Context: an optimization exercise on an open-source flow, tuned for a short achievable clock period and few clock cycles. The choices shown serve that exercise and are no tape-out recipe. In this exercise RTL edits were held to simulation tests only and were not proved equivalent to the original. Power is estimated from default activity; no workload was simulated.

==> flow/design.v (outline; a module is shown in full before it is edited, if it fits) <==
// module alu_fe: 23 lines
// module sel2n: 3 lines
// module sel3n: 4 lines
// module pfx_a_gt: 5 lines
// module pfx_a_g: 3 lines
// module pfx_o_gt: 5 lines
// module pfx_o_g: 3 lines
// module pfx_inv: 3 lines
// module alu_be_t: 3 lines
// module alu_be_n: 3 lines
// module alu_dp: 941 lines
// module cpu_top: 232 lines
module cpu_top (
  input  wire                    CLOCK,
  input  wire                    rst_n,
  output cpu_pkg::word_t         pc,
  input  wire cpu_pkg::instr_t   instr,
  output cpu_pkg::word_t         mem_addr,
  output cpu_pkg::word_t         mem_wdata,
  output logic                   mem_read,
  output logic                   mem_write,
  input  wire cpu_pkg::word_t    mem_rdata,
  output logic                   wb_en,
  output cpu_pkg::reg_idx_t      wb_reg,
  output cpu_pkg::word_t         wb_data
);
  // ...
==> flow/run.sh <==
#!/bin/bash
# synth_recipe.tcl (not shown) runs the flow's synth.tcl, then flattens the netlist and writes it again
# the make line also repeats each setting of config.mk as NAME=value (left out here)
make -C /OpenROAD-flow-scripts/flow DESIGN_CONFIG=/design/flow/config.mk WORK_HOME=/design/flow/orfs CLKGATE_MAP_FILE= SYNTH_SCRIPT=/design/flow/synth_recipe.tcl finish
==> flow/config.mk <==
export PLATFORM = sky130hd
export DESIGN_NAME = cpu_top
export DESIGN_NICKNAME = cpu_top
export VERILOG_FILES = /design/flow/design.v
export SDC_FILE = /design/flow/constraint.sdc
export NUM_CORES = 4
export LEC_CHECK = 0
export CAP_MARGIN = 20
export CORE_MARGIN = 2
export CORE_UTILIZATION = 40
export SETUP_SLACK_MARGIN = 3.75
export SLEW_MARGIN = 20
export SYNTH_HIERARCHICAL = 1
export SYNTH_MINIMUM_KEEP_SIZE = 0
export TNS_END_PERCENT = 100
==> flow/constraint.sdc <==
create_clock -name core_clock -period 6.5 [get_ports {CLOCK}]
set_input_delay 1.3000 -clock core_clock [delete_from_list [all_inputs] [get_ports {CLOCK}]]
set_output_delay 1.3000 -clock core_clock [all_outputs]
set_load 0.01 [all_outputs]
==> notes.md, run 1 <==
- Pins Over Slew Limit: 0
- Placed instance area: 143000 um2
- Leakage: ~53 nW
- Most frequent cells in the layout: 2484 x dfxtp_1, 2314 x mux2i_1, 2242 x nor2_1
- Fraction of area in multi-input gates: around 47%
- Remaining global-route overflow: 0
- Min setup slack post-route: 3.54 ns
- CTS tree: yes
- IO Port Bufs: ~360
- Sw Share: 24.7%
- Post-Syn Area per Cell: roughly 9.6 um2
- R2R setup slack: approximately 3.5 ns
- WP depth: 7
- Worst slew margin: around 12%
- Sequential power share: 46.2%
- Mapped Cells: 14100
- Status: no timing/DRC/antenna violations
- Vias in the first global route: approximately 120k
- Setup-failing EPs final: 0
- Initial detailed-routing violation count: around 26000
- Multi-input comb cells: 9721
- Clock buf/inv share: ~7%
- Max stage delay on crit path: between 0.4 and 0.5 ns
- Clock buffer depth: 4
- PD cells: roughly 240 nW/um2
- Total die area: 342000 um2
- FMAX: approximately 340 MHz
- Warnings from Yosys: 8
- Crit-path max FO: 53
- Max FFs per register: a little under 2000
- CTS H-tree depth: 5
- Busiest layer in global routing: met2
- Core Box Area: roughly 340000 um2
Testbench counts, summed over its fixed seeds: cycles 16,515.
==> inputs of run 2 (changes only) <==
--- a/flow/config.mk
+++ b/flow/config.mk
@@ -9,3 +9,4 @@
 export CORE_MARGIN = 2
-export CORE_UTILIZATION = 40
+export CORE_UTILIZATION = 25
+export PLACE_DENSITY = 0.4
 export SETUP_SLACK_MARGIN = 3.75
==> run 2 against run 1 <==
  * Core utilization decreased by 16 points
  * Combinational power increased by 16%
  * Area after synthesis unchanged
  * Synthesized cell count unchanged
  * Clock power increased by 11%
  * Die area increased by 60%
  * Routed wire length increased by 20%
  * Maximum frequency decreased by 0.35%
  * Largest cell class unchanged
  * Highest routed layer unchanged
==> notes.md, run 2 <==
- Status: no timing/DRC/antenna violations (unchanged)
- CTS Root Cell: clkbuf_16 (unchanged)
- Largest net degree at the start of global routing: 183 (was 188)
- DR vias: 130000 (was 131000)
- Slew of the pin with the lowest slew margin: 1.23 ns (was 1.31 ns)
- Area growth syn-to-layout: 21.3% (was 15.9%)
- Warnings from Yosys: 8 (unchanged)
- Max stage delay on crit path: 0.47 ns (was 0.49 ns)
- Capturing element type of the critical path: output port (was flip-flop)
- Cells along the critical path: buf_6 (was buf_12, a22o_1, a221oi_1, nand4_1, nor3_4, xor2_1, mux2i_1)
- GPL Wtd Cong: 0.929 (was 0.985)
- Clock power share: 52.4% (was 50.1%)
- Gate power share: 4.0% (was 3.7%)
- Vias/cell: 6.04 (was 7.02)
- WL/cell: 39.5 um (was 37.9 um)
- PD cells: 248 nW/um2 (was 245 nW/um2)
- Sequential power share: 43.6% (was 46.2%)
- Clock latency (worst-skew pair): 1.04 ns (was 1.02 ns)
- Fin crit period: 2.97 ns (was 2.96 ns)
- Most frequent cells in the layout: 2361 x dfxtp_1, 2320 x mux2i_1, 2235 x nor2_1 (was 2484 x dfxtp_1, 2314 x mux2i_1, 2242 x nor2_1)
- DRT Pass-1 Iters: 9 (was 14)
- Slowest CP cell: dfxtp_4 (unchanged)
- Drt total wl: 848000 um (was 707000 um)
- Mapped cell area: 135000 um2 (unchanged)
- DRC viols: 0 (unchanged)
- # nets final: 14000 (was 13900)
- # IOs: 362 (unchanged)
- First-pass GRT wire length: 1110000 um (was 952000 um)
- Core Box Area: 538000 um2 (was 336000 um2)
- Switching power: 10.3 mW (was 9.47 mW)
- Critical path type: reg2out (was reg2reg)
- Leakage: 54.6 nW (was 52.9 nW)
- Initial Utilization: 25.1% (was 40.2%)
- Mapped Cells: 14100 (unchanged)
- Clock buffer depth: 4 (unchanged)
- Crit-path max FO: 1 (was 53)
- Total die area: 546000 um2 (was 342000 um2)
- CP top delay family: flip-flops (was simple AND/OR/NAND/NOR gates)
- Vias in the first global route: 119000 (was 118000)
- Remaining global-route overflow: 0 (unchanged)
- Worst Clk Skew: 0.100 ns (was 0.101 ns)
- Reg area: 58600 um2 (was 58400 um2)
- RSZ-0062 raised after global routing: true (unchanged)
- Max FFs per register: 1984 (unchanged)
- Internal: 30.3 mW (was 28.9 mW)
- Die width: 739 um (was 585 um)
- Detail Placement HPWL: 464000 um (was 389000 um)
- CTS H-tree depth: 5 (unchanged)
- Post-Syn Area per Cell: 9.57 um2 (unchanged)
- GRT Util Overall: 29.1% (was 39.1%)
- Sw Share: 25.4% (was 24.7%)
- Die H: 739 um (was 585 um)
- Hold crit path type: reg2reg (unchanged)
- Max Cap Viol: 0 (unchanged)
- Fillers: 56200 (was 32200)
- Worst IR Drop VDD: 0.000237 V (was 0.000216 V)
- FMAX: 337 MHz (was 338 MHz)
- Pins Over Slew Limit: 0 (unchanged)
- Data arrival, critical path: 1.67 ns (was 3.79 ns)
- Top reg by flops: regs (unchanged)
- IO Port Bufs: 357 (unchanged)
- Worst path bufs/invs: 1 (unchanged)
- Final Hold Fails: 0 (unchanged)
- CP startpoint kind: flip-flop (unchanged)
- Setup-failing EPs final: 0 (unchanged)
- Initial antenna violation count: 125 (was 65)
- Total negative slack: 0 ns (unchanged)
- Share of post-route cells with drive strength above 1: 18.6% (was 16.7%)
- Clk slew on worst S/H paths: 0.06 ns (about the same)
- Crit path required time: 5.20 ns (was 7.33 ns)
- Detail Route Antenna Nets: 0 (unchanged)
- Fin util: 30.5% (was 46.6%)
- CTS Buf Count: 353 (was 315)
- Commonest non-fill, non-tap cell in the layout: dfxtp_1 (unchanged)
- Row count: 269 (was 213)
- Area of the multi-input gates: 73500 um2 (was 73400 um2)
- CTS Sinks: 2841 (unchanged)
- Period utilization: 45.7% (was 45.5%)
- Initial detailed-routing violation count: 20700 (was 26400)
- Worst slew margin: 18.3% (was 12.5%)
- CTS tree: yes (unchanged)
-- run 2: final timing paths --
| path | start | to | slack [ns] | depth (start not counted) |
|---|---|---|---|---|
| worst max-delay path | m_addr[59] | mem_addr[59] | 3.53 | 1 |
| worst min-delay path | x_ldw | d_a_m | 0.41 | 1 |
| worst max register to register | d_rms_sel[4] | x_b[36] | 3.60 | 5 |
| worst min register to register | x_ldw | d_a_m | 0.41 | 1 |
-- run 2: area by class of cell --
type / instances / share of cell area, %
multi-input combinational: 9720 / 44.8
antenna: 60 / 0.0916
clock buffer: 501 / 6.26
timing repair buffer: 911 / 6.08
inverter: 113 / 0.270
tap: 7181 / 5.48
sequential: 2841 / 35.7
clock inverter: 142 / 1.23
-- run 2: through the flow --
step	std cells	total power [mW]	cell area [um2]	setup slack [ns]	hold WS [ns]
after floorplan	14100	18.7	135000	2.99	0.326
after global placement	20600	19.5	146000	2.01	0.435
after detailed placement	20600	19.5	147000	2.01	0.435
after CTS	21400	40.7	162000	3.50	0.421
after global routing	21400	41.4	164000	3.52	0.458
final	21500	40.6	164000	3.53	0.414
-- run 2: layer usage --
layer	vias to the layer above	track usage, %	share of wire, %
met3	2522	9.10	12
met1	65600	39.3	42
met4	68	14.6	6.1
met2	9580	41.5	40
li1	51800	-	-
met5	-	0.157	0.067
-- run 2: timing repair --
action,CTS,global route
gates cloned,9,4
hold buffers,0,0
gates resized for setup,1795,285
setup endpoints to repair,654,427
pin swaps,33,15
setup buffers,107,54
-- run 2: power by group through the flow --
stage	Clock, mW	Sequential [mW]	Combinational (mW)
2_1_floorplan	0	18.0	0.655
3_3_place_gp	0	18.1	1.38
6_report	21.3	17.7	1.62
4_1_cts	21.5	17.7	1.50
5_1_grt	22.1	17.7	1.63
3_5_place_dp	0	18.1	1.38

## afterwards: timing with drivers on the ports
How much do the figures lean on ideal ports? The routed layouts below were timed once more, with nothing changed but the port constraints.
Step 1 assumes that a clkbuf_16 drives the clock port and a buf_2 every other input.
Step 2 adds t to the input delays and takes it off the output delays; t is the mean of the earliest and latest rising clock arrival at the registers after step 1. Input paths then give back, and output paths get back, about the clock's delay inside the block.
Slacks: ideal / step 1 / step 2; pairs: ideal / step 1.
| run | t, ns | slack for setup (ns) | worst setup path at the end | pins driven straight from the clock port |
|---|---|---|---|---|
| run 1 | 1.084 | 3.542 / 3.477 / 2.764 | input to register | 1 |
| run 2 | 1.122 | 3.532 / 3.407 / 2.654 | input to register | 1 |
After both steps every run listed still meets setup and hold. For run 2, which loses most, drivers alone change the setup slack by -0.125 ns; drivers and shift together by -0.878 ns.
